Context: an optimization exercise on an open-source flow, tuned for a short achievable clock period and few clock cycles per item. The choices shown serve that exercise and are no tape-out recipe. Function was checked by simulation only, so behaviour that the tests miss may differ from the original. Power figures rest on the tool's default switching activity, not on a simulated workload.

==> design/flow/design.v <==
module mips_multicycle #(
  parameter int unsigned IMEM_DEPTH = 32,
  parameter int unsigned DMEM_DEPTH = 32
) (
  input  logic                          clk,
  input  logic                          Reset,
  input  logic                          imem_we,
  input  logic [$clog2(IMEM_DEPTH)-1:0] imem_waddr,
  input  logic [31:0]                   imem_wdata,
  output logic [31:0]                   ALUResult,
  output logic [31:0]                   pc,
  output logic                          instr_done,
  output logic                          illegal
);
  localparam logic [5:0] OpR    = 6'b000000;
  localparam logic [5:0] OpLw   = 6'b100011;
  localparam logic [5:0] OpSw   = 6'b101011;
  localparam logic [5:0] OpBeq  = 6'b000100;
  localparam logic [5:0] OpBne  = 6'b000110;
  localparam logic [5:0] OpJ    = 6'b100110;
  localparam logic [5:0] OpAddi = 6'b101000;
  logic [31:0] imem_q [32];
  logic [4:0]  itgt_q [32];    
  logic        ibr_q  [32];    
  logic        ij_q   [32];    
  logic [11:0] ihd_q  [32];    
  logic [31:0] dmem_q [32];
  logic [31:0] rf_q   [32];
  logic [1:0]  pht_q  [32];    
  logic        rst_q;          
  logic [56:0] fw [32];
  always_comb begin
    for (int j = 0; j < 32; j++) begin
      logic pr;
      pr = ibr_q[j] & pht_q[j][1];
      fw[j][56:55] = pht_q[j];
      fw[j][54:43] = ihd_q[j];
      fw[j][31:0]  = imem_q[j];
      fw[j][36:32] = ij_q[j] ? imem_q[j][4:0] : (pr ? itgt_q[j] : 5'(j + 1));
      fw[j][41:37] = pr ? 5'(j + 1) : itgt_q[j];
      fw[j][42]    = pr;
    end
  end
  logic [31:0] foh_q;          
  logic [4:0]  fbin_q;         
  logic [31:0] aoh_e;          
  logic [4:0]  aidx_e;         
  logic        mispred;        
  logic        stall;          
  logic [56:0] fp;
  logic [31:0] noh_main;
  always_comb begin
    fp = '0;
    for (int j = 0; j < 32; j++) fp |= fw[j] & {57{foh_q[j]}};
    for (int j = 0; j < 32; j++) noh_main[j] = (fp[36:32] == 5'(j));
  end
  logic [31:0] f_rs_oh, f_rt_oh;
  always_comb begin
    for (int j = 0; j < 32; j++) begin
      f_rs_oh[j] = (fp[25:21] == 5'(j));
      f_rt_oh[j] = (fp[20:16] == 5'(j));
    end
  end
  logic        v_d;
  logic [31:0] ir_d, rs_oh_d, rt_oh_d;
  logic [24:0] hi_d;           
  logic [4:0]  idx_d;          
  logic        pred_d;
  logic [4:0]  nidx_d, alt_idx_d;
  logic [11:0] hd_d;
  logic [1:0]  ctr_d;          
  logic [31:0] idx_oh_d;
  logic [5:0]  op_d, fn_d;
  logic [4:0]  rs_d, rt_d, rd_d;
  logic [31:0] imm_d;
  logic        r_ok_d, is_lw_d, is_sw_d, is_beq_d, is_bne_d, is_j_d, is_addi_d, is_nop_d;
  logic        ill_d, wen_d, sub_d, use_imm_d;
  logic [4:0]  dest_d;
  logic [3:0]  lsel_d;         
  assign op_d  = ir_d[31:26];
  assign fn_d  = ir_d[5:0];
  assign rs_d  = ir_d[25:21];
  assign rt_d  = ir_d[20:16];
  assign rd_d  = ir_d[15:11];
  assign imm_d = {{16{ir_d[15]}}, ir_d[15:0]};
  always_comb begin
    r_ok_d = 1'b0;
    sub_d  = 1'b0;
    lsel_d = 4'b0000;
    if (op_d == OpR) begin
      r_ok_d = 1'b1;
      case (fn_d)
        6'b100000: ;
        6'b100010: sub_d = 1'b1;
        6'b100100: lsel_d = 4'b0001;
        6'b100101: lsel_d = 4'b0010;
        6'b100111: lsel_d = 4'b0100;
        6'b101010: begin lsel_d = 4'b1000; sub_d = 1'b1; end
        default:   r_ok_d = 1'b0;
      endcase
    end
  end
  assign is_lw_d   = (op_d == OpLw);
  assign is_sw_d   = (op_d == OpSw);
  assign is_beq_d  = (op_d == OpBeq);
  assign is_bne_d  = (op_d == OpBne);
  assign is_j_d    = (op_d == OpJ);
  assign is_addi_d = (op_d == OpAddi);
  assign is_nop_d  = (ir_d == 32'h0);
  assign ill_d     = !(r_ok_d | is_lw_d | is_sw_d | is_beq_d | is_bne_d | is_j_d |
                       is_addi_d | is_nop_d);
  assign use_imm_d = is_lw_d | is_sw_d | is_addi_d;
  assign dest_d    = r_ok_d ? rd_d : rt_d;
  assign wen_d     = (r_ok_d | is_lw_d | is_addi_d) && (dest_d != 5'd0);
  logic        cs_d;
  logic [24:0] hi_seq_d, hi_tk_d, hi_j_d, hi_pred_d, hi_alt_d;
  assign cs_d      = (idx_d == 5'd31);
  assign hi_seq_d  = hi_d + {24'b0, cs_d};
  assign hi_tk_d   = hi_d + {{13{hd_d[11]}}, hd_d};
  assign hi_j_d    = {hi_seq_d[24:21], ir_d[25:5]};
  assign hi_pred_d = is_j_d ? hi_j_d : (pred_d ? hi_tk_d : hi_seq_d);
  assign hi_alt_d  = pred_d ? hi_seq_d : hi_tk_d;
  logic        v_e, ill_e, pred_e, sub_e, is_lw_e, is_beq_e, is_bne_e;
  logic        wok_e, bok_e, sok_e, aok_e;    
  logic [3:0]  lsel_e;
  logic [4:0]  dest_e;
  logic [1:0]  ctr_e;
  logic [31:0] idx_oh_e;
  logic [31:0] wen_oh_e, ma_oh_e, sw_oh_e;
  logic [31:0] a_e, bx_e, sd_e;
  logic [24:0] hi_pred_e, hi_alt_e;
  logic [4:0]  nidx_e;
  logic [31:0] sum_e, alu_e, ld_e, res_e;
  logic        slt_e, eq_e, taken_e;
  assign sum_e = a_e + bx_e + {31'b0, sub_e};
  assign slt_e = (a_e[31] & ~sd_e[31]) | (~(a_e[31] ^ sd_e[31]) & sum_e[31]);
  always_comb begin
    case (1'b1)
      lsel_e[0]: alu_e = a_e & sd_e;
      lsel_e[1]: alu_e = a_e | sd_e;
      lsel_e[2]: alu_e = ~(a_e | sd_e);
      lsel_e[3]: alu_e = {31'b0, slt_e};
      default:   alu_e = sum_e;
    endcase
  end
  always_comb begin
    ld_e = '0;
    for (int j = 0; j < 32; j++) ld_e |= dmem_q[j] & {32{ma_oh_e[j]}};
  end
  assign res_e = is_lw_e ? ld_e : alu_e;
  assign eq_e    = (a_e == sd_e);
  assign taken_e = (is_beq_e & eq_e) | (is_bne_e & ~eq_e);
  assign mispred = bok_e & (taken_e != pred_e);
  logic [1:0] ctr_up_e;
  always_comb begin
    ctr_up_e = ctr_e;
    if (taken_e && ctr_e != 2'b11)  ctr_up_e = ctr_e + 2'd1;
    if (!taken_e && ctr_e != 2'b00) ctr_up_e = ctr_e - 2'd1;
  end
  logic [31:0] res_w, wen_oh_w;
  logic [4:0]  dest_w;
  logic        wen_w;
  logic [31:0] rf_rs, rf_rt, rs_w, rt_w, rs_v, rt_v;
  logic        fwe_a, fwe_b, fww_a, fww_b;
  logic [6:0]  ma_d;
  logic [31:0] ma_oh_d;
  always_comb begin
    rf_rs = '0;
    rf_rt = '0;
    for (int j = 1; j < 32; j++) begin
      rf_rs |= rf_q[j] & {32{rs_oh_d[j]}};
      rf_rt |= rf_q[j] & {32{rt_oh_d[j]}};
    end
  end
  assign fwe_a = wok_e & (dest_e == rs_d);
  assign fwe_b = wok_e & (dest_e == rt_d);
  assign fww_a = wen_w & (dest_w == rs_d);
  assign fww_b = wen_w & (dest_w == rt_d);
  assign rs_w  = fww_a ? res_w : rf_rs;
  assign rt_w  = fww_b ? res_w : rf_rt;
  assign rs_v  = fwe_a ? res_e : rs_w;
  assign rt_v  = fwe_b ? res_e : rt_w;
  assign ma_d  = rs_w[6:0] + ir_d[6:0];
  always_comb begin
    for (int j = 0; j < 32; j++) ma_oh_d[j] = (ma_d[6:2] == 5'(j));
  end
  assign stall = v_d & (is_lw_d | is_sw_d) & fwe_a;
  logic adv_d, go_e;
  assign adv_d = v_d & ~stall;                
  assign go_e  = adv_d & ~mispred;            
  always_ff @(posedge clk) rst_q <= Reset;
  always_ff @(posedge clk) begin
    if (!Reset) begin
      foh_q     <= 32'h1;
      fbin_q    <= '0;
      v_d       <= 1'b0;
      hi_d      <= '0;
      v_e       <= 1'b0;
      ill_e     <= 1'b0;
      wok_e     <= 1'b0;
      bok_e     <= 1'b0;
      sok_e     <= 1'b0;
      aok_e     <= 1'b0;
      wen_oh_e  <= '0;
      sw_oh_e   <= '0;
      wen_w     <= 1'b0;
      wen_oh_w  <= '0;
      pc        <= '0;
      ALUResult <= '0;
      for (int i = 0; i < 32; i++) pht_q[i] <= 2'b01;
    end else begin
      if (mispred) begin
        foh_q  <= aoh_e;
        fbin_q <= aidx_e;
      end else if (!stall) begin
        foh_q  <= noh_main;
        fbin_q <= fp[36:32];
      end
      v_d <= ~mispred;
      if (mispred)    hi_d <= hi_alt_e;
      else if (adv_d) hi_d <= hi_pred_d;
      v_e      <= go_e;
      ill_e    <= go_e & ill_d;
      wok_e    <= go_e & wen_d;
      bok_e    <= go_e & (is_beq_d | is_bne_d);
      sok_e    <= go_e & is_sw_d;
      aok_e    <= go_e & (r_ok_d | is_lw_d | is_sw_d | is_addi_d | is_beq_d | is_bne_d);
      wen_oh_e <= ({31'b0, adv_d & wen_d} << dest_d);
      sw_oh_e  <= ma_oh_d & {32{adv_d & is_sw_d}};
      wen_w    <= wok_e;
      wen_oh_w <= wen_oh_e & {32{wok_e}};
      pc <= mispred ? {hi_alt_e, aidx_e, 2'b00} : {hi_pred_e, nidx_e, 2'b00};
      if (aok_e) ALUResult <= alu_e;
      for (int j = 0; j < 32; j++) begin
        if (bok_e && idx_oh_e[j]) pht_q[j] <= ctr_up_e;
      end
    end
  end
  always_ff @(posedge clk) begin
    if (!stall) begin
      ir_d      <= fp[31:0];
      hd_d      <= fp[54:43];
      ctr_d     <= fp[56:55];
      pred_d    <= fp[42];
      nidx_d    <= fp[36:32];
      alt_idx_d <= fp[41:37];
      idx_d     <= fbin_q;
      rs_oh_d   <= f_rs_oh;
      rt_oh_d   <= f_rt_oh;
    end
    pred_e    <= pred_d;
    sub_e     <= sub_d | is_beq_d | is_bne_d;
    lsel_e    <= lsel_d;
    is_lw_e   <= is_lw_d;
    is_beq_e  <= is_beq_d;
    is_bne_e  <= is_bne_d;
    dest_e    <= dest_d;
    ctr_e     <= ctr_d;
    for (int j = 0; j < 32; j++) idx_oh_e[j] <= (idx_d == 5'(j));
    ma_oh_e   <= ma_oh_d;
    aidx_e    <= alt_idx_d;
    for (int j = 0; j < 32; j++) aoh_e[j] <= (alt_idx_d == 5'(j));
    nidx_e    <= nidx_d;
    hi_pred_e <= hi_pred_d;
    hi_alt_e  <= hi_alt_d;
    a_e       <= rs_v;
    bx_e      <= use_imm_d ? imm_d : ((sub_d | is_beq_d | is_bne_d) ? ~rt_v : rt_v);
    sd_e      <= rt_v;
    res_w     <= res_e;
    dest_w    <= dest_e;
  end
  always_ff @(posedge clk) begin
    for (int i = 0; i < 32; i++) begin
      if (!rst_q)           rf_q[i] <= '0;
      else if (wen_oh_w[i]) rf_q[i] <= res_w;
    end
  end
  always_ff @(posedge clk) begin
    for (int i = 0; i < 32; i++) if (sok_e && sw_oh_e[i]) dmem_q[i] <= sd_e;
  end
  logic [5:0] ld_tgt;
  assign ld_tgt = {1'b0, imem_waddr} + 6'd1 + {1'b0, imem_wdata[4:0]};
  always_ff @(posedge clk) begin
    if (!Reset && imem_we) begin
      imem_q[imem_waddr] <= imem_wdata;
      itgt_q[imem_waddr] <= ld_tgt[4:0];
      ibr_q[imem_waddr]  <= (imem_wdata[31:26] == OpBeq) || (imem_wdata[31:26] == OpBne);
      ij_q[imem_waddr]   <= (imem_wdata[31:26] == OpJ);
      ihd_q[imem_waddr]  <= {imem_wdata[15], imem_wdata[15:5]} + 12'(ld_tgt[5]);
    end
  end
  assign instr_done = v_e;
  assign illegal    = ill_e;
endmodule
==> design/flow/run.sh <==
#!/bin/bash
# synth_recipe.tcl (not shown) runs the flow's synth.tcl, then flattens the netlist and writes it again
# the make line also repeats each setting of config.mk as NAME=value (left out here)
make -C /OpenROAD-flow-scripts/flow DESIGN_CONFIG=/design/flow/config.mk WORK_HOME=/design/flow/orfs CLKGATE_MAP_FILE= SYNTH_SCRIPT=/design/flow/synth_recipe.tcl finish
==> design/flow/config.mk <==
export PLATFORM = sky130hd
export DESIGN_NAME = mips_multicycle
export DESIGN_NICKNAME = mips_multicycle
export VERILOG_FILES = /design/flow/design.v
export SDC_FILE = /design/flow/constraint.sdc
export NUM_CORES = 4
export LEC_CHECK = 0
export ABC_CLOCK_PERIOD_IN_PS = 2500
export CAP_MARGIN = 20
export CORE_MARGIN = 2
export CORE_UTILIZATION = 40
export PLACE_DENSITY = 0.6
export SETUP_SLACK_MARGIN = 4.3
export SLEW_MARGIN = 20
export TNS_END_PERCENT = 100
==> design/flow/constraint.sdc <==
create_clock -name core_clock -period 7.0 [get_ports {clk}]
set_input_delay 1.4000 -clock core_clock [delete_from_list [all_inputs] [get_ports {clk}]]
set_output_delay 1.4000 -clock core_clock [all_outputs]
set_load 0.01 [all_outputs]
==> results of run 1 <==
## final cells by class
cell class / instances / area [sq um]
fillers: 37520 / 220000
flip-flops and latches: 4368 / 116000
multi-input cells: 7980 / 64300
repair buffers: 1388 / 15500
clock buffers: 602 / 12300
well taps: 5880 / 7360
clock inverters: 214 / 2090
inverters: 152 / 644
diodes: 29 / 72.6
## registers in the layout, summed over array words and instances, names as in the netlist, 64 cells and up
signal  count
dmem_q   1024
ihd_q     384
rf_q      992
pht_q      64
imem_q   1024
itgt_q    160
## what timing repair did
item | in CTS | in global routing
setup buffers | 608 | 195
hold endpoints to repair | 0 | 0
endpoints found under the setup margin | 2876 | 1305
cloned | 67 | 14
pin swaps | 340 | 434
gates resized for setup | 1622 | 741
hold buffers | 0 | 0
## layout by cell type, fill, tap and decap left out, types with 87 or more instances in the layout
cell and instances:
sky130_fd_sc_hd__a222oi_1 98, sky130_fd_sc_hd__inv_1 98, sky130_fd_sc_hd__o21ai_0 112, sky130_fd_sc_hd__dfxtp_4 162
sky130_fd_sc_hd__nor2_1 371, sky130_fd_sc_hd__edfxtp_1 2780, sky130_fd_sc_hd__buf_4 758, sky130_fd_sc_hd__clkbuf_1 98
sky130_fd_sc_hd__nand2_1 403, sky130_fd_sc_hd__nand4_1 348, sky130_fd_sc_hd__mux2i_1 1033, sky130_fd_sc_hd__a221oi_1 543
sky130_fd_sc_hd__a22oi_1 1018, sky130_fd_sc_hd__buf_6 323, sky130_fd_sc_hd__clkbuf_16 467, sky130_fd_sc_hd__buf_12 162
sky130_fd_sc_hd__a21oi_2 87, sky130_fd_sc_hd__nor2b_1 1009, sky130_fd_sc_hd__nand3_1 370, sky130_fd_sc_hd__nor3_1 88
sky130_fd_sc_hd__dfxtp_1 1340, sky130_fd_sc_hd__a21oi_1 160, sky130_fd_sc_hd__a22o_1 558
## power breakdown
group          internal, W  leakage [nW]  total [W]  switching [W]
registers           0.0286          36.0     0.0301        0.00147
logic              0.00881          26.0     0.0257         0.0169
clock network       0.0135          7.07     0.0240         0.0105
## critical path: stages (launching register included)
cell	delay [ps]
sky130_fd_sc_hd__edfxtp_1	430
sky130_fd_sc_hd__buf_4	300
sky130_fd_sc_hd__a221oi_2	270
sky130_fd_sc_hd__nand3_1	220
sky130_fd_sc_hd__nor3_4	330
sky130_fd_sc_hd__a21oi_2	110
sky130_fd_sc_hd__ha_1	300
sky130_fd_sc_hd__nand2_2	60
sky130_fd_sc_hd__a311oi_4	300
sky130_fd_sc_hd__buf_4	210
sky130_fd_sc_hd__o211a_1	210
sky130_fd_sc_hd__o211ai_1	120
sky130_fd_sc_hd__o211ai_1	150
sky130_fd_sc_hd__buf_4	240
sky130_fd_sc_hd__nand2_2	150
sky130_fd_sc_hd__nor3_2	200
## metal layers
metal  global-route usage  vias to the layer above  part of all wire
li1                     -                    54514                 -
met1                0.443                    69885              0.36
met2                0.501                    12166              0.42
met3                0.111                     3055              0.15
met4                0.190                       51             0.073
met5              0.00152                        -           0.00074
## logic make-up (layout without fill, tap and decap cells)
family / after synthesis / after routing / share of synthesized area
fa+ha+maj: 139 / 139 / 0.0100
buf+inv: 1209 / 2356 / 0.0260
simple gates: 3430 / 3444 / 0.104
compound gates: 3228 / 3231 / 0.142
xor+xnor: 103 / 112 / 0.00511
other cells: 1 / 31 / 0.0000212
mux: 1052 / 1052 / 0.0597
flops: 4368 / 4368 / 0.653
## per-stage QoR
stage	cell area (sq um)	util
floorplan	178000	-
global placement	186000	0.424
detailed placement	186000	0.425
CTS	213000	0.485
global route	218000	0.497
finish	218000	0.498
## worst paths after layout
path | cells past startpoint | to | from
max | 15 | sw_oh_e[1] | rs_oh_d[4]
min | 0 | nidx_e[2] | nidx_d[2]
max reg2reg | 15 | sw_oh_e[1] | rs_oh_d[4]
min reg2reg | 0 | nidx_e[2] | nidx_d[2]
==> run notes, run 1 <==
Critical path
Along the worst path, the maximum fanout reaches 13. STA classifies the critical path startpoint as a register. The classification of the worst setup path is register to register. The data arrival at the endpoint of the critical path is 4690 ps. The required time at the worst-slack endpoint is 8000 ps. The worst setup path is captured at a register.

Setup slack on the worst reg-to-reg path comes out at 3310 ps.

Clock network
The number of clock sinks seen by CTS is 4368. The depth of the CTS H-tree is 5. Clock-pin slew was measured on the worst setup and hold paths at 70 ps. The number of clock buffers inserted by TritonCTS is between 400 and 500. The clock latency at the later pin of the worst-skew pair is 1070 ps. The buffer levels on the longest clock path is 4.

The root buffer cell chosen for the clock tree is sky130_fd_sc_hd__clkbuf_16. TritonCTS built the clock tree.

Die
The area of the die is around 0.45 sq mm. The vertical die dimension is 668 um. The initial utilization of the core area, before any placement, comes to 0.402. The cell row count is 243.

The top-level I/O count is roughly 110. The width of the chip is 668 um. The core outline area is 0.439 sq mm.

Pwr
The total power divided by cell area is 365 mW/mm^2. The overall power of the completed layout is 0.0797 W. The static leakage is approximately 70 nW. VDD sags by at most 461 uV.

Yosys
The top cell type by total area after synthesis is sky130_fd_sc_hd__edfxtp_1. By area the synthesized netlist is led by sky130_fd_sc_hd__edfxtp_1 47%, sky130_fd_sc_hd__dfxtp_1 18%, sky130_fd_sc_hd__mux2i_1 5.9%, sky130_fd_sc_hd__a22oi_1 4.3%, sky130_fd_sc_hd__nor2b_1 3.6%. The share of the Yosys chip area taken by registers is 0.653. The synthesized area per cell is 13.0 sq um. Counting every instance in the synthesized netlist gives 13530.

Of all flip-flops after synthesis, the portion carrying an async set or reset was 0. Synthesis inferred between 4000 and 5000 register bits. The flip-flop cell with the highest count after synthesis is sky130_fd_sc_hd__edfxtp_1.

The dominant cell by count in the synthesized netlist is sky130_fd_sc_hd__edfxtp_1. The cell area after synthesis is 0.177 sq mm. The Yosys step of the flow raised 5 warnings. The synthesized netlist contains 91 unique library cells.

Counting instances in the post-synthesis netlist gives the leading cell types as 2780 x sky130_fd_sc_hd__edfxtp_1, 1588 x sky130_fd_sc_hd__dfxtp_1, 1044 x sky130_fd_sc_hd__mux2i_1, 1021 x sky130_fd_sc_hd__a22oi_1, 1019 x sky130_fd_sc_hd__nor2b_1. Of the post-synthesis cell area, the dominant cell type holds 0.473. The synthesized design contains ~2800 enable-type register cells.

STA
The final critical-path share of the clock period is 0.527. The number of failing hold endpoints at the final stage is 0. The final count of pins violating max slew is 0. Setup slack on the critical path of the routed design comes to 3310 ps.

The measured slew at the worst slew-check pin is 1280 ps. Setup total negative slack on the finished layout was measured at 0 ps. Measured against its own limit, the worst slew margin works out to 0.144. Setup repair after global routing could not meet its margin everywhere. The worst slack on hold paths is 336 ps. The achievable frequency is 271 MHz.

The time the final worst path needs with I/O delays and setup is 3690 ps. Setup violations remaining at the end of the flow were counted as 0. The clock arrives with 104 ps of skew.

Routing
The remaining number of nets flagged by the antenna check after routing is 0. The aggregate routed wire length is 800000 um. The post-route DRC violation count is 0. The average routed wire per standard cell is 38.8 um. The detailed router placed ~140k vias in this run. For this run, the detailed router's first-pass iteration total came to 14.

The number of DRC markers after the initial detailed-route iteration is roughly 26000. The average vias per placed instance is 6.78.

Place
The number of instances in the placed design is 18884. Port buffering added 103 buffers. The placer's final routability congestion estimate is a little over 1.

Before CTS, the worst setup slack after placement is 1610 ps. The HPWL after detailed placement is around 420000 um.

Layout
The area growth from synthesis to layout is 23.6%. The number of cells in the finished layout apart from fillers is 20613. The share of cells above drive strength 1 is 0.228. The number of nets in the layout is between 10000 and 15000.

Job
The count of max-cap constraint violations is 0.

GRT
The wire length of the first global-routing pass is 1060000 um. The largest net degree at the start of global routing is 248. The via count of the first global-routing pass is roughly 130k. The number of antenna violations at the first check in global routing is between 40 and 50. The all-layer global routing usage is 0.341. After global routing the overflow that remains totals 0.

Outcome
The flow ran to the end and the layout has no timing, DRC or antenna violations.

Hold path
The worst min-delay path category is register to register.
Testbench counts, summed over its fixed seeds: cycles 14,870, instrs 14,400.
==> inputs of run 2 (changes only) <==
--- a/design/flow/design.v
+++ b/design/flow/design.v
@@ -50,8 +50,10 @@
   logic [56:0] fp;
+  logic [4:0]  fnx;
   logic [31:0] noh_main;
   always_comb begin
-    fp = '0;
-    for (int j = 0; j < 32; j++) fp |= fw[j] & {57{foh_q[j]}};
-    for (int j = 0; j < 32; j++) noh_main[j] = (fp[36:32] == 5'(j));
+    fnx = '0;
+    for (int j = 0; j < 32; j++) fnx |= fw[j][36:32] & {5{foh_q[j]}};
+    for (int j = 0; j < 32; j++) noh_main[j] = (fnx == 5'(j));
   end
+  assign fp = fw[fbin_q];
   logic [31:0] f_rs_oh, f_rt_oh;
@@ -117,4 +119,13 @@
   assign cs_d      = (idx_d == 5'd31);
-  assign hi_seq_d  = hi_d + {24'b0, cs_d};
-  assign hi_tk_d   = hi_d + {{13{hd_d[11]}}, hd_d};
+  logic [12:0] lo_tk_d;
+  logic [12:0] up_inc_d, up_dec_d, up_tk_d;
+  logic [24:0] hi_inc_d;
+  assign hi_inc_d  = hi_d + 25'd1;
+  assign hi_seq_d  = cs_d ? hi_inc_d : hi_d;
+  assign lo_tk_d   = {1'b0, hi_d[11:0]} + {1'b0, hd_d};
+  assign up_inc_d  = hi_d[24:12] + 13'd1;
+  assign up_dec_d  = hi_d[24:12] - 13'd1;
+  assign up_tk_d   = hd_d[11] ? (lo_tk_d[12] ? hi_d[24:12] : up_dec_d)
+                              : (lo_tk_d[12] ? up_inc_d : hi_d[24:12]);
+  assign hi_tk_d   = {up_tk_d, lo_tk_d[11:0]};
   assign hi_j_d    = {hi_seq_d[24:21], ir_d[25:5]};
@@ -128,3 +139,3 @@
   logic [31:0] idx_oh_e;
-  logic [31:0] wen_oh_e, ma_oh_e, sw_oh_e;
+  logic [31:0] wen_oh_e;
   logic [31:0] a_e, bx_e, sd_e;
@@ -132,3 +143,5 @@
   logic [4:0]  nidx_e;
-  logic [31:0] sum_e, alu_e, ld_e, res_e;
+  logic [31:0] sum_e, alu_e;
+  logic [6:0]  ma_e;
+  logic [31:0] ma_oh_e;
   logic        slt_e, eq_e, taken_e;
@@ -145,7 +158,6 @@
   end
+  assign ma_e = a_e[6:0] + bx_e[6:0];
   always_comb begin
-    ld_e = '0;
-    for (int j = 0; j < 32; j++) ld_e |= dmem_q[j] & {32{ma_oh_e[j]}};
+    for (int j = 0; j < 32; j++) ma_oh_e[j] = (ma_e[6:2] == 5'(j));
   end
-  assign res_e = is_lw_e ? ld_e : alu_e;
   assign eq_e    = (a_e == sd_e);
@@ -159,9 +171,12 @@
   end
-  logic [31:0] res_w, wen_oh_w;
+  logic [31:0] res_w, wen_oh_w, ma_oh_w, sd_w, ld_w, val_w;
   logic [4:0]  dest_w;
-  logic        wen_w;
+  logic        wen_w, lw_w, sok_w;
+  always_comb begin
+    ld_w = '0;
+    for (int j = 0; j < 32; j++) ld_w |= dmem_q[j] & {32{ma_oh_w[j]}};
+  end
+  assign val_w = lw_w ? ld_w : res_w;
   logic [31:0] rf_rs, rf_rt, rs_w, rt_w, rs_v, rt_v;
-  logic        fwe_a, fwe_b, fww_a, fww_b;
-  logic [6:0]  ma_d;
-  logic [31:0] ma_oh_d;
+  logic        fwe_a, fwe_b, fww_a, fww_b, use_rs_d, use_rt_d;
   always_comb begin
@@ -178,11 +193,9 @@
   assign fww_b = wen_w & (dest_w == rt_d);
-  assign rs_w  = fww_a ? res_w : rf_rs;
-  assign rt_w  = fww_b ? res_w : rf_rt;
-  assign rs_v  = fwe_a ? res_e : rs_w;
-  assign rt_v  = fwe_b ? res_e : rt_w;
-  assign ma_d  = rs_w[6:0] + ir_d[6:0];
-  always_comb begin
-    for (int j = 0; j < 32; j++) ma_oh_d[j] = (ma_d[6:2] == 5'(j));
-  end
-  assign stall = v_d & (is_lw_d | is_sw_d) & fwe_a;
+  assign rs_w  = fww_a ? val_w : rf_rs;
+  assign rt_w  = fww_b ? val_w : rf_rt;
+  assign rs_v  = fwe_a ? alu_e : rs_w;
+  assign rt_v  = fwe_b ? alu_e : rt_w;
+  assign use_rs_d = r_ok_d | is_lw_d | is_sw_d | is_addi_d | is_beq_d | is_bne_d;
+  assign use_rt_d = r_ok_d | is_sw_d | is_beq_d | is_bne_d;
+  assign stall = v_d & is_lw_e & ((use_rs_d & fwe_a) | (use_rt_d & fwe_b));
   logic adv_d, go_e;
@@ -204,4 +217,4 @@
       wen_oh_e  <= '0;
-      sw_oh_e   <= '0;
       wen_w     <= 1'b0;
+      sok_w     <= 1'b0;
       wen_oh_w  <= '0;
@@ -216,3 +229,3 @@
         foh_q  <= noh_main;
-        fbin_q <= fp[36:32];
+        fbin_q <= fnx;
       end
@@ -228,4 +241,4 @@
       wen_oh_e <= ({31'b0, adv_d & wen_d} << dest_d);
-      sw_oh_e  <= ma_oh_d & {32{adv_d & is_sw_d}};
       wen_w    <= wok_e;
+      sok_w    <= sok_e;
       wen_oh_w <= wen_oh_e & {32{wok_e}};
@@ -259,3 +272,2 @@
     for (int j = 0; j < 32; j++) idx_oh_e[j] <= (idx_d == 5'(j));
-    ma_oh_e   <= ma_oh_d;
     aidx_e    <= alt_idx_d;
@@ -268,4 +280,7 @@
     sd_e      <= rt_v;
-    res_w     <= res_e;
+    res_w     <= alu_e;
     dest_w    <= dest_e;
+    lw_w      <= is_lw_e;
+    ma_oh_w   <= ma_oh_e;
+    sd_w      <= sd_e;
   end
@@ -274,3 +289,3 @@
       if (!rst_q)           rf_q[i] <= '0;
-      else if (wen_oh_w[i]) rf_q[i] <= res_w;
+      else if (wen_oh_w[i]) rf_q[i] <= val_w;
     end
@@ -278,3 +293,3 @@
   always_ff @(posedge clk) begin
-    for (int i = 0; i < 32; i++) if (sok_e && sw_oh_e[i]) dmem_q[i] <= sd_e;
+    for (int i = 0; i < 32; i++) if (sok_w && ma_oh_w[i]) dmem_q[i] <= sd_w;
   end
==> run notes, run 2 <==
Yosys
The top cell type by total area after synthesis is sky130_fd_sc_hd__edfxtp_1 (unchanged). The flip-flop cell with the highest count after synthesis was sky130_fd_sc_hd__edfxtp_1 (unchanged). The dominant cell by count in the synthesized netlist is sky130_fd_sc_hd__edfxtp_1 (unchanged). Most common library cells after synthesis: 2780 x sky130_fd_sc_hd__edfxtp_1, 1590 x sky130_fd_sc_hd__dfxtp_1, 1043 x sky130_fd_sc_hd__mux2i_1, 1013 x sky130_fd_sc_hd__nor2b_1, 839 x sky130_fd_sc_hd__a22oi_1 (was 2780 x sky130_fd_sc_hd__edfxtp_1, 1588 x sky130_fd_sc_hd__dfxtp_1, 1044 x sky130_fd_sc_hd__mux2i_1, 1021 x sky130_fd_sc_hd__a22oi_1, 1019 x sky130_fd_sc_hd__nor2b_1). The fraction of synthesized cell area taken by the top area cell type is 0.471 (was 0.473). The cell area after synthesis came to 0.177 sq mm (about the same). The register bit total from synthesis is 4370 (was 4368). The count of mapped cells out of synthesis was 13600 (was 13530). The number of flops mapped to enable cells by yosys is 2780 (unchanged). The proportion of synthesized chip area in sequential cells is 0.650 (was 0.653). The synthesized area per cell is 13.0 sq um (about the same).

The total of warnings raised by yosys is 5 (unchanged). Synth top area cells: sky130_fd_sc_hd__edfxtp_1 47%, sky130_fd_sc_hd__dfxtp_1 18%, sky130_fd_sc_hd__mux2i_1 5.9%, sky130_fd_sc_hd__nor2b_1 3.6%, sky130_fd_sc_hd__a22oi_1 3.6% (was sky130_fd_sc_hd__edfxtp_1 47%, sky130_fd_sc_hd__dfxtp_1 18%, sky130_fd_sc_hd__mux2i_1 5.9%, sky130_fd_sc_hd__a22oi_1 4.3%, sky130_fd_sc_hd__nor2b_1 3.6%). The distinct cell type count of the synthesized netlist came to 97 (was 91). The share of synthesized flip-flops with an asynchronous set or reset came to 0 (unchanged).

Pwr
The net switching power is 0.0277 W (was 0.0288 W). The share of total power in combinational logic is 0.302 (was 0.322). The worst supply voltage drop on vdd is 366 uV (was 461 uV). The share of total power in sequential cells came to 0.384 (was 0.377). The internal power is 0.0498 W (was 0.0509 W). The overall power of the completed layout came to 0.0776 W (was 0.0797 W).

The fraction of power spent switching nets was 0.357 (was 0.362). The clock network fraction of total power was 0.313 (was 0.301). The static leakage is 74.3 nW (was 69.1 nW).

The total power divided by cell area came to 345 mW/mm^2 (was 365 mW/mm^2).

GRT
The all-layer global routing usage is 0.369 (was 0.341). The remaining global-route overflow is 0 (unchanged). The wire length of the first global-routing pass came to 1150000 um (was 1060000 um). The via count of the first global-routing pass came to 131186 (was 128482). The largest net degree at the start of global routing came to 306 (was 248). The number of antenna violations at the first check in global routing is 68 (was 47).

Place
The instance area at placement was 0.188 sq mm (was 0.186 sq mm). The count of buffers inserted at the top-level ports is 103 (unchanged). The placer's final routability congestion estimate is 1.09 (was 1.01).

The HPWL after detailed placement came to 475000 um (was 418000 um).

Layout
The number of inserted filler cells in the final layout is 37137 (was 37520). The final design utilization came to 0.509 (was 0.498). Largest regs: dmem_q x1024, imem_q x1024, rf_q x992 (unchanged). The area growth from synthesis to layout is 26.7% (was 23.6%).

The share of cells above drive strength 1 is 0.250 (was 0.228). Most frequent cells in the layout: 2780 x sky130_fd_sc_hd__edfxtp_1, 1388 x sky130_fd_sc_hd__dfxtp_1, 1031 x sky130_fd_sc_hd__mux2i_1, 1005 x sky130_fd_sc_hd__nor2b_1, 809 x sky130_fd_sc_hd__a22oi_1 (was 2780 x sky130_fd_sc_hd__edfxtp_1, 1340 x sky130_fd_sc_hd__dfxtp_1, 1033 x sky130_fd_sc_hd__mux2i_1, 1018 x sky130_fd_sc_hd__a22oi_1, 1009 x sky130_fd_sc_hd__nor2b_1). The final standard cell area without fillers is 0.225 sq mm (was 0.218 sq mm). The most frequent standard cell in the layout excluding fill and tap cells is sky130_fd_sc_hd__edfxtp_1 (unchanged). The number of nets in the layout came to 14854 (was 14510).

Clock network
The clock latency at the later pin of the worst-skew pair was 1030 ps (was 1070 ps). The depth of the CTS H-tree was 5 (unchanged). The number of clock sinks seen by CTS is 4370 (was 4368). The number of clock buffers inserted by TritonCTS is 448 (was 441). The clock transition time at the flip-flop clock pins of the worst setup and hold paths is 60 ps (was 70 ps).

The root cell of the clock tree is sky130_fd_sc_hd__clkbuf_16 (unchanged). The CTS tree is yes (unchanged). The number of hold buffers added after CTS came to 0 (unchanged).

The buffer levels on the longest clock path was 4 (unchanged).

STA
The achievable frequency was 238 MHz (was 271 MHz). The final count of pins violating max slew is 2 (was 0). RSZ-0062 raised after global routing: true (unchanged). The relative slew slack is -0.597 (was 0.144). The measured slew at the worst slew-check pin came to 2370 ps (was 1280 ps).

The number of failing hold endpoints at the final stage was 0 (unchanged). The final critical-path share of the clock period is 0.599 (was 0.527). The final setup skew was 52.0 ps (was 104 ps).

The final setup TNS is 0 ps (unchanged). The number of failing setup endpoints in the final timing report is 0 (unchanged). The time the final worst path needs with I/O delays and setup is 4190 ps (was 3690 ps). The worst slack on hold paths was 342 ps (was 336 ps).

Routing
The number of DRC markers after the initial detailed-route iteration is 26840 (was 26224). The average vias per placed instance is 6.86 (was 6.78). The aggregate routed wire length is 874000 um (was 800000 um). The remaining number of nets flagged by the antenna check after routing is 0 (unchanged). The total length of routed met3 wires is 126000 um (was 117000 um). The detailed-routing iteration count for the pre-antenna-repair pass came to 12 (was 14). The top routing layer in use was met5 (unchanged). The detailed-routing wirelength on met1 is 304000 um (was 287000 um).

The overall via count from detail_route is 144158 (was 139671). The post-route DRC violation count is 0 (unchanged). The amount of wire on met2 after detailed routing was 363000 um (was 337000 um). The average routed wire per standard cell is 41.6 um (was 38.8 um).

Die
The width of the chip is 670 um (was 668 um). The area of the die is 0.449 sq mm (was 0.447 sq mm). The cell row count is 244 (was 243). The top-level I/O count came to 106 (unchanged).

The initial cell density of the core was 0.402 (about the same). The core outline area is 0.441 sq mm (was 0.439 sq mm). The vertical die dimension is 670 um (was 668 um).

Critical path
The critical path endpoint was foh_q[2] (was sw_oh_e[1]). The worst reg2reg path endpoint is foh_q[2] (was sw_oh_e[1]). The classification of the worst setup path is register to register (unchanged). The required time at the worst-slack endpoint came to 7960 ps (was 8000 ps).

The worst setup slack for register-to-register paths is 2810 ps (was 3310 ps). The critical-path maximum fanout is 5 (was 13). The data arrival at the endpoint of the critical path is 5160 ps (was 4690 ps).

The startpoint class of the critical path is a register (unchanged). The start of the worst register-to-register path was pht_q[3][1] (was rs_oh_d[4]). The worst setup path startpoint is pht_q[3][1] (was rs_oh_d[4]). The category of the worst setup path capture point is a register (unchanged). The path depth of the worst reg2reg path is 10 (was 15).

Hold path
The worst min-delay path category is register to register (unchanged).

Job
The count of max-cap constraint violations is 1 (was 0).

Outcome
The violated checks flagged are capacitance limit, slew limit. Status: complete, but fails checks (was no timing/DRC/antenna violations).
[run 2: per-layer routing]
layer  vias to the layer above  GRT usage
li1                      55557          -
met1                     71607      0.461
met2                     13162      0.535
met3                      3792      0.124
met4                        40      0.265
met5                         -    0.00181
[run 2: repair_timing]
item                        CTS  global route
setup buffers               728           226
setup endpoints to repair  3753          1345
resized for setup          2256           625
gates cloned                 98            24
pin swaps                   556           457
[run 2: layout make-up]
cell class,instances,area (sq um),area share
Sequential cell,4370,116000,0.516
Multi-Input combinational cell,8074,66500,0.296
Timing Repair Buffer,1640,19600,0.0871
Clock buffer,595,12300,0.0546
Tap cell,5904,7390,0.0329
Clock inverter,224,2330,0.0104
Inverter,153,663,0.00295
Antenna cell,36,90.1,0.000401
Timing Repair inverter,3,37.5,0.000167
[run 2: worst max-delay path: stages (launching register included)]
cell                       delay (ps)
sky130_fd_sc_hd__dfxtp_1          640
sky130_fd_sc_hd__nand2_1          170
sky130_fd_sc_hd__o311ai_0        1860
sky130_fd_sc_hd__nand4_1          180
sky130_fd_sc_hd__nor2_1           230
sky130_fd_sc_hd__nand3_2           90
sky130_fd_sc_hd__buf_4            200
sky130_fd_sc_hd__or2_2            340
sky130_fd_sc_hd__nor2_4           190
sky130_fd_sc_hd__a221oi_1         100
sky130_fd_sc_hd__nor2_1           110
[run 2: metrics by stage]
step           setup WS (ps)  std cells
6_report                2810      20999
3_5_place_dp            1940      19066
3_3_place_gp            1860      19063
5_1_grt                 2900      20966
2_1_floorplan           3470      13601
4_1_cts                 3650      20711
[run 2: worst min-delay path by stage]
stage | from | to | slack (ps) | cells past startpoint
after global placement | ctr_d[1] | ctr_e[1] | 330 | 0
after floorplan | ctr_d[0] | ctr_e[0] | 320 | 0
after detailed placement | ctr_d[1] | ctr_e[1] | 330 | 0
final | ctr_d[1] | ctr_e[1] | 340 | 0
after global routing | ctr_d[1] | ctr_e[1] | 350 | 0
after CTS | ctr_d[1] | ctr_e[1] | 340 | 0
[run 2: cell families (layout without fill, tap and decap cells)]
kind of cell,after synthesis,count (layout),share of synthesized area
adders and majority gates,124,124,0.00892
and+or+nand+nor,3415,3432,0.102
xor gates and xnor gates,112,121,0.00553
buffers and inverters,1189,2615,0.0259
DFF,4370,4370,0.650
other,1,38,0.0000212
AOI/OAI and AO/OA,3326,3332,0.147
muxes,1063,1063,0.0602
[run 2: power by group through the flow]
stage,registers [W],logic (W),clock network [W]
floorplan,0.0295,0.00741,0
global placement,0.0305,0.0151,0
detailed placement,0.0305,0.0151,0
CTS,0.0297,0.0204,0.0242
global route,0.0298,0.0231,0.0253
finish,0.0298,0.0235,0.0243
Testbench counts of run 2, summed over its fixed seeds: cycles 14,868, instrs 14,400.
==> inputs of run 3 (changes only) <==
--- a/design/flow/config.mk
+++ b/design/flow/config.mk
@@ -12,3 +12,3 @@
 export PLACE_DENSITY = 0.6
-export SETUP_SLACK_MARGIN = 4.3
+export SETUP_SLACK_MARGIN = 3.8
 export SLEW_MARGIN = 20
==> run notes, run 3 <==
Outcome
Status: no timing/DRC/antenna violations (was complete, but fails checks).

Place
The worst setup slack after placement was 1980 ps (was 1940 ps). The placer's final routability congestion estimate came to 1.05 (was 1.09). The count of buffers inserted at the top-level ports is 103 (unchanged). The HPWL after detailed placement is 482000 um (was 475000 um).

Yosys
The distinct cell type count of the synthesized netlist is 97 (unchanged). The share of synthesized flip-flops with an asynchronous set or reset came to 0 (unchanged). The flip-flop cell with the highest count after synthesis is sky130_fd_sc_hd__edfxtp_1 (unchanged).

The count of mapped cells out of synthesis is 13600 (unchanged). The dominant cell by count in the synthesized netlist is sky130_fd_sc_hd__edfxtp_1 (unchanged). The number of flops mapped to enable cells by yosys came to 2780 (unchanged). The fraction of synthesized cell area taken by the top area cell type was 0.471 (unchanged). The total of warnings raised by yosys is 5 (unchanged).

The proportion of synthesized chip area in sequential cells is 0.650 (unchanged). Most common library cells after synthesis: 2780 x sky130_fd_sc_hd__edfxtp_1, 1590 x sky130_fd_sc_hd__dfxtp_1, 1043 x sky130_fd_sc_hd__mux2i_1, 1013 x sky130_fd_sc_hd__nor2b_1, 839 x sky130_fd_sc_hd__a22oi_1 (unchanged). Synth top area cells: sky130_fd_sc_hd__edfxtp_1 47%, sky130_fd_sc_hd__dfxtp_1 18%, sky130_fd_sc_hd__mux2i_1 5.9%, sky130_fd_sc_hd__nor2b_1 3.6%, sky130_fd_sc_hd__a22oi_1 3.6% (unchanged). The register bit total from synthesis is 4370 (unchanged). The cell area after synthesis is 0.177 sq mm (unchanged). The top cell type by total area after synthesis was sky130_fd_sc_hd__edfxtp_1 (unchanged). The synthesized area per cell is 13.0 sq um (unchanged).

GRT
The wire length of the first global-routing pass is 1100000 um (was 1150000 um). The remaining global-route overflow is 0 (unchanged). The all-layer global routing usage is 0.352 (was 0.369). The largest net degree at the start of global routing was 250 (was 306).

The number of antenna violations at the first check in global routing is 53 (was 68). The via count of the first global-routing pass is 126922 (was 131186).

Pwr
The worst supply voltage drop on vdd is 384 uV (was 366 uV). The overall power of the completed layout is 0.0727 W (was 0.0776 W). The static leakage is 68.1 nW (was 74.3 nW).

The total power divided by cell area is 346 mW/mm^2 (was 345 mW/mm^2).

Clock network
The clock transition time at the flip-flop clock pins of the worst setup and hold paths was 70 ps (was 60 ps). The root cell of the clock tree is sky130_fd_sc_hd__clkbuf_16 (unchanged). The number of clock sinks seen by CTS is 4370 (unchanged). The number of hold buffers added after CTS is 0 (unchanged). The number of clock buffers inserted by TritonCTS is 446 (was 448).

The clock latency at the later pin of the worst-skew pair came to 1040 ps (was 1030 ps). The CTS tree is yes (unchanged). The depth of the CTS H-tree is 5 (unchanged). The buffer levels on the longest clock path is 4 (unchanged).

Routing
The remaining number of nets flagged by the antenna check after routing came to 0 (unchanged). The detailed-routing iteration count for the pre-antenna-repair pass was 11 (was 12). The average vias per placed instance came to 6.77 (was 6.86). The aggregate routed wire length is 829000 um (was 874000 um).

The average routed wire per standard cell is 40.8 um (was 41.6 um). The number of DRC markers after the initial detailed-route iteration is 25288 (was 26840). The post-route DRC violation count is 0 (unchanged). The overall via count from detail_route is 137724 (was 144158).

STA
The time the final worst path needs with I/O delays and setup is 3430 ps (was 4190 ps). The number of failing setup endpoints in the final timing report is 0 (unchanged). The final setup skew is 72.8 ps (was 52.0 ps). The final count of pins violating max slew came to 0 (was 2). The final critical-path share of the clock period is 0.490 (was 0.599). The measured slew at the worst slew-check pin was 1280 ps (was 2370 ps).

RSZ-0062 raised after global routing: true (unchanged). The final worst setup slack was 3570 ps (was 2810 ps). The relative slew slack is 0.146 (was -0.597). The number of failing hold endpoints at the final stage is 0 (unchanged). The achievable frequency was 292 MHz (was 238 MHz).

The worst slack on hold paths is 348 ps (was 342 ps). The final setup TNS is 0 ps (unchanged).

Die
The vertical die dimension is 670 um (unchanged). The area of the die is 0.449 sq mm (unchanged). The top-level I/O count is 106 (unchanged). The cell row count is 244 (unchanged).

The core outline area is 0.441 sq mm (unchanged). The initial cell density of the core is 0.402 (unchanged). The width of the chip is 670 um (unchanged).

Critical path
The start of the worst register-to-register path is a_e[21] (was pht_q[3][1]). The worst setup slack for register-to-register paths is 3570 ps (was 2810 ps). The worst setup path startpoint is a_e[21] (was pht_q[3][1]).

The category of the worst setup path capture point is a register (unchanged). The data arrival at the endpoint of the critical path is 4330 ps (was 5160 ps). The startpoint class of the critical path is a register (unchanged). The critical-path maximum fanout is 4 (was 5). The required time at the worst-slack endpoint is 7900 ps (was 7960 ps). The classification of the worst setup path is register to register (unchanged).

Hold path
The worst min-delay path category is register to register (unchanged). The worst hold path startpoint is ctr_d[1] (unchanged).

Layout
Most frequent cells in the layout: 2780 x sky130_fd_sc_hd__edfxtp_1, 1419 x sky130_fd_sc_hd__dfxtp_1, 1033 x sky130_fd_sc_hd__mux2i_1, 1007 x sky130_fd_sc_hd__nor2b_1, 833 x sky130_fd_sc_hd__a22oi_1 (was 2780 x sky130_fd_sc_hd__edfxtp_1, 1388 x sky130_fd_sc_hd__dfxtp_1, 1031 x sky130_fd_sc_hd__mux2i_1, 1005 x sky130_fd_sc_hd__nor2b_1, 809 x sky130_fd_sc_hd__a22oi_1). Largest regs: dmem_q x1024, imem_q x1024, rf_q x992 (unchanged). The area of combinational cells with multiple inputs is 0.0619 sq mm (was 0.0665 sq mm). The area growth from synthesis to layout is 18.4% (was 26.7%). The number of nets in the layout is 14192 (was 14854). The share of cells above drive strength 1 is 0.169 (was 0.250). The most frequent standard cell in the layout excluding fill and tap cells is sky130_fd_sc_hd__edfxtp_1 (unchanged). The final design utilization came to 0.475 (was 0.509). The sequential standard cell area was 0.116 sq mm (about the same). The number of inserted filler cells in the final layout is 38867 (was 37137).

Job
The count of max-cap constraint violations came to 0 (was 1).
-- run 3: worst paths after layout --
path,endpoint,depth (start not counted)
min,ctr_e[1],0
min reg2reg,ctr_e[1],0
max,foh_q[11],14
max reg2reg,foh_q[11],14
-- run 3: kinds of logic (layout without fill, tap and decap cells) --
family          after synthesis  in the layout  synth area share
flops                      4370           4370             0.650
simple gates               3415           3421             0.102
compound gates             3326           3332             0.147
buf+inv                    1189           1976            0.0259
mux                        1063           1063            0.0602
fa+ha+maj                   124            124           0.00892
xor+xnor                    112            121           0.00553
other cells                   1             27         0.0000212
-- run 3: cell type report --
class                   instances  share of cell area
multi-input cells            8063               0.295
flip-flops and latches       4370               0.551
diodes                         25            0.000298
clock buffers                 580              0.0583
well taps                    5904              0.0352
inverters                     153             0.00293
repair buffers                994              0.0463
clock inverters               249              0.0109
-- run 3: metal layers --
metal / wire (um) / GRT usage / share of wire
met1: 303000 / 0.452 / 0.37
met2: 352000 / 0.521 / 0.42
met3: 105000 / 0.0972 / 0.13
met4: 68900 / 0.233 / 0.083
met5: 294 / 0.00159 / 0.00035
-- run 3: per-stage QoR --
stage,cell area (sq um),cells
6_report,210000,20338
5_1_grt,210000,20316
4_1_cts,207000,20189
3_5_place_dp,187000,19086
3_3_place_gp,187000,19082
2_1_floorplan,178000,13601
-- run 3: critical path, stage by stage, from the launching register on --
cell	delay (ps)
sky130_fd_sc_hd__dfxtp_2	340
sky130_fd_sc_hd__inv_1	60
sky130_fd_sc_hd__ha_4	240
sky130_fd_sc_hd__nor4_4	310
sky130_fd_sc_hd__nand4_1	360
sky130_fd_sc_hd__nor2_4	310
sky130_fd_sc_hd__mux2i_4	290
sky130_fd_sc_hd__buf_12	160
sky130_fd_sc_hd__xnor2_4	90
sky130_fd_sc_hd__and2_4	210
sky130_fd_sc_hd__or3_4	450
sky130_fd_sc_hd__nor2_4	170
sky130_fd_sc_hd__buf_4	140
sky130_fd_sc_hd__a221oi_4	50
sky130_fd_sc_hd__nor2_1	80
-- run 3: power breakdown --
group	switching, W	internal [W]
sequential	0.00147	0.0285
combinational	0.0136	0.00511
clock	0.0107	0.0133
total	0.0258	0.0469
-- run 3: what timing repair did --
| item | CTS | global route |
|---|---|---|
| gates resized for setup | 685 | 340 |
| pin swaps | 162 | 193 |
| gates cloned | 32 | 19 |
| buffers inserted | 242 | 101 |
| hold endpoints to repair | 0 | 0 |
| endpoints found under the setup margin | 1826 | 853 |
==> inputs of run 4 (changes only) <==
--- a/design/flow/config.mk
+++ b/design/flow/config.mk
@@ -12,3 +12,3 @@
 export PLACE_DENSITY = 0.6
-export SETUP_SLACK_MARGIN = 3.8
+export SETUP_SLACK_MARGIN = 3.6
 export SLEW_MARGIN = 20
==> run notes, run 4 <==
Outcome
Status: no timing/DRC/antenna violations (unchanged).

Yosys
The fraction of synthesized cell area taken by the top area cell type was 0.471 (unchanged). The cell area after synthesis is 0.177 sq mm (unchanged). Most common library cells after synthesis: 2780 x sky130_fd_sc_hd__edfxtp_1, 1590 x sky130_fd_sc_hd__dfxtp_1, 1043 x sky130_fd_sc_hd__mux2i_1, 1013 x sky130_fd_sc_hd__nor2b_1, 839 x sky130_fd_sc_hd__a22oi_1 (unchanged). The share of synthesized flip-flops with an asynchronous set or reset came to 0 (unchanged). The number of flops mapped to enable cells by yosys is 2780 (unchanged). The distinct cell type count of the synthesized netlist is 97 (unchanged). Synth top area cells: sky130_fd_sc_hd__edfxtp_1 47%, sky130_fd_sc_hd__dfxtp_1 18%, sky130_fd_sc_hd__mux2i_1 5.9%, sky130_fd_sc_hd__nor2b_1 3.6%, sky130_fd_sc_hd__a22oi_1 3.6% (unchanged). The count of mapped cells out of synthesis is 13600 (unchanged). The total of warnings raised by yosys was 5 (unchanged). The register bit total from synthesis is 4370 (unchanged). The top cell type by total area after synthesis is sky130_fd_sc_hd__edfxtp_1 (unchanged). The proportion of synthesized chip area in sequential cells is 0.650 (unchanged). The dominant cell by count in the synthesized netlist is sky130_fd_sc_hd__edfxtp_1 (unchanged).

The flip-flop cell with the highest count after synthesis was sky130_fd_sc_hd__edfxtp_1 (unchanged). The synthesized area per cell is 13.0 sq um (unchanged).

Routing
The remaining number of nets flagged by the antenna check after routing came to 0 (unchanged). The overall via count from detail_route is 137218 (was 137724). The average routed wire per standard cell is 41.4 um (was 40.8 um).

The aggregate routed wire length is 839000 um (was 829000 um). The detailed-routing iteration count for the pre-antenna-repair pass is 13 (was 11). The average vias per placed instance is 6.76 (was 6.77). The number of DRC markers after the initial detailed-route iteration was 25213 (was 25288). The post-route DRC violation count is 0 (unchanged).

Pwr
The total power divided by cell area came to 351 mW/mm^2 (was 346 mW/mm^2). The overall power of the completed layout came to 0.0732 W (was 0.0727 W). The static leakage is 67.6 nW (was 68.1 nW). The worst supply voltage drop on vdd is 344 uV (was 384 uV).

Clock network
The number of clock sinks seen by CTS is 4370 (unchanged). The clock latency at the later pin of the worst-skew pair came to 1060 ps (was 1040 ps). The clock transition time at the flip-flop clock pins of the worst setup and hold paths came to 70 ps (about the same). The CTS tree is yes (unchanged). The depth of the CTS H-tree was 5 (unchanged). The buffer levels on the longest clock path is 4 (unchanged).

The root cell of the clock tree is sky130_fd_sc_hd__clkbuf_16 (unchanged). The number of clock buffers inserted by TritonCTS is 456 (was 446). The number of hold buffers added after CTS is 0 (unchanged).

Die
The vertical die dimension was 670 um (unchanged). The area of the die is 0.449 sq mm (unchanged). The cell row count is 244 (unchanged). The initial cell density of the core is 0.402 (unchanged). The width of the chip is 670 um (unchanged). The core outline area is 0.441 sq mm (unchanged). The top-level I/O count is 106 (unchanged).

GRT
The all-layer global routing usage is 0.359 (was 0.352). The via count of the first global-routing pass is 126270 (was 126922). The largest net degree at the start of global routing came to 265 (was 250). The remaining global-route overflow is 0 (unchanged). The number of antenna violations at the first check in global routing is 76 (was 53). The wire length of the first global-routing pass is 1120000 um (was 1100000 um).

Critical path
The required time at the worst-slack endpoint is 7890 ps (was 7900 ps). The critical-path maximum fanout is 25 (was 4). The classification of the worst setup path is register to register (unchanged). The data arrival at the endpoint of the critical path is 4480 ps (was 4330 ps).

The category of the worst setup path capture point is a register (unchanged). The startpoint class of the critical path is a register (unchanged).

Layout
Largest regs: dmem_q x1024, imem_q x1024, rf_q x992 (unchanged). The number of nets in the layout was 14089 (was 14192). The area growth from synthesis to layout is 17.5% (was 18.4%). Most frequent cells in the layout: 2780 x sky130_fd_sc_hd__edfxtp_1, 1445 x sky130_fd_sc_hd__dfxtp_1, 1039 x sky130_fd_sc_hd__mux2i_1, 1007 x sky130_fd_sc_hd__nor2b_1, 832 x sky130_fd_sc_hd__a22oi_1 (was 2780 x sky130_fd_sc_hd__edfxtp_1, 1419 x sky130_fd_sc_hd__dfxtp_1, 1033 x sky130_fd_sc_hd__mux2i_1, 1007 x sky130_fd_sc_hd__nor2b_1, 833 x sky130_fd_sc_hd__a22oi_1). The most frequent standard cell in the layout excluding fill and tap cells is sky130_fd_sc_hd__edfxtp_1 (unchanged). The share of cells above drive strength 1 is 0.153 (was 0.169).

STA
The time the final worst path needs with I/O delays and setup is 3590 ps (was 3430 ps). The worst slack on hold paths is 309 ps (was 348 ps). The achievable frequency was 279 MHz (was 292 MHz). The final setup skew is 96.1 ps (was 72.8 ps).

The final count of pins violating max slew was 0 (unchanged). RSZ-0062 raised after global routing: true (unchanged). The measured slew at the worst slew-check pin is 1290 ps (was 1280 ps).

The number of failing setup endpoints in the final timing report is 0 (unchanged). The number of failing hold endpoints at the final stage was 0 (unchanged). The relative slew slack came to 0.142 (was 0.146).

The final critical-path share of the clock period is 0.513 (was 0.490). The final setup TNS came to 0 ps (unchanged).

Job
The count of max-cap constraint violations came to 0 (unchanged).

Place
The count of buffers inserted at the top-level ports is 103 (unchanged). The placer's final routability congestion estimate is 1.03 (was 1.05). The HPWL after detailed placement is 494000 um (was 482000 um).

Hold path
The worst min-delay path category is register to register (unchanged).
## run 4: cell counts after synthesis
Identical to the previous run, type by type.
## run 4: through the flow
step	cells	util	setup slack (ps)	instance area, sq um
after global routing	20254	0.471	3460	208000
after global placement	19072	0.424	2190	187000
after floorplan	13601	-	3130	178000
final	20293	0.472	3410	208000
after detailed placement	19073	0.425	2220	187000
after CTS	20123	0.467	3520	206000
## run 4: repair_timing
item / in CTS / in global routing
gates resized for setup: 318 / 241
endpoints found under the setup margin: 1226 / 646
buffers inserted: 168 / 102
gates cloned: 22 / 5
endpoints found under the hold margin: 0 / 0
pin swaps: 85 / 71
## run 4: power by group
| group | switching, W | total [W] | internal [W] |
|---|---|---|---|
| Sequential | 0.00170 | 0.0302 | 0.0285 |
| Combinational | 0.0132 | 0.0175 | 0.00433 |
| Clock | 0.0109 | 0.0255 | 0.0146 |
## run 4: worst paths after layout
path,start,endpoint,slack (ps),cells after the start
max,rs_oh_d[19],a_e[9],3410,8
min,ctr_d[0],ctr_e[0],310,0
max reg2reg,rs_oh_d[19],a_e[9],3410,8
min reg2reg,ctr_d[0],ctr_e[0],310,0
## run 4: kinds of logic (layout without fill, tap and decap cells)
group	after synthesis	after routing	share of synthesized area
AO/OA/AOI/OAI	3326	3332	0.147
multiplexers	1063	1063	0.0602
other	1	64	0.0000212
AND/OR/NAND/NOR	3415	3424	0.102
buffers and inverters	1189	1893	0.0259
adder cells (fa/ha/maj)	124	124	0.00892
flip-flops	4370	4370	0.650
XOR/XNOR	112	119	0.00553
## run 4: final cells by class
type | count | area (sq um)
antenna | 62 | 155
clock buffer | 596 | 12700
tap | 5904 | 7390
sequential | 4370 | 116000
inverter | 153 | 602
timing repair buffer | 880 | 8100
multi-input combinational | 8064 | 60700
fill | 38992 | 233000
clock inverter | 264 | 2940
## run 4: per-layer routing
layer  up-vias  wire length, um  track usage
li1      53967                -            -
met4        36            66900        0.235
met5         -              276     0.000319
met2     11240           360000        0.535
met1     69234           309000        0.465
met3      2741           103000       0.0902
## run 4: critical path, cell delays in order (launching register included)
cell and delay, ps:
sky130_fd_sc_hd__edfxtp_1 760, sky130_fd_sc_hd__buf_4 550, sky130_fd_sc_hd__a22o_1 340, sky130_fd_sc_hd__a221oi_1 290, sky130_fd_sc_hd__nand4_1 130, sky130_fd_sc_hd__nor3_1 780
sky130_fd_sc_hd__nand2_1 140, sky130_fd_sc_hd__o211ai_1 200, sky130_fd_sc_hd__o21ai_0 160

[re-timing with driven ports]
In the flow no input, the clock included, has a driving cell. The finished layouts below were timed again as built, in two steps. Step 1 sets driving cells, clkbuf_16 on the clock port and buf_2 on the other inputs (assumed; they add their load-dependent delay and slew). Step 2 adds t to the input delays and takes it off the output delays; t is the mean of the earliest and latest rising clock arrival at the registers after step 1. Input paths then give back, and output paths get back, about the clock's delay inside the block. Three values: ideal ports, drivers, drivers and shift; two values: the first two.
run | t (ns) | slack for setup (ns) | slew at the worst register clock pin (ns) | worst slew at a driven data input, ns
run 1 | 1.126 | 3.308 / 3.308 / 2.979 | 0.07 / 0.07 | 0.10
run 2 | 1.135 | 2.806 / 2.806 / 2.806 | 0.08 / 0.08 | 0.39
run 3 | 1.113 | 3.571 / 3.571 / 2.695 | 0.07 / 0.07 | 0.28
run 4 | 1.136 | 3.411 / 3.411 / 2.481 | 0.07 / 0.07 | 0.26
For run 4, which loses most, drivers alone change the setup slack by 0.000 ns; drivers and shift together by -0.930 ns.
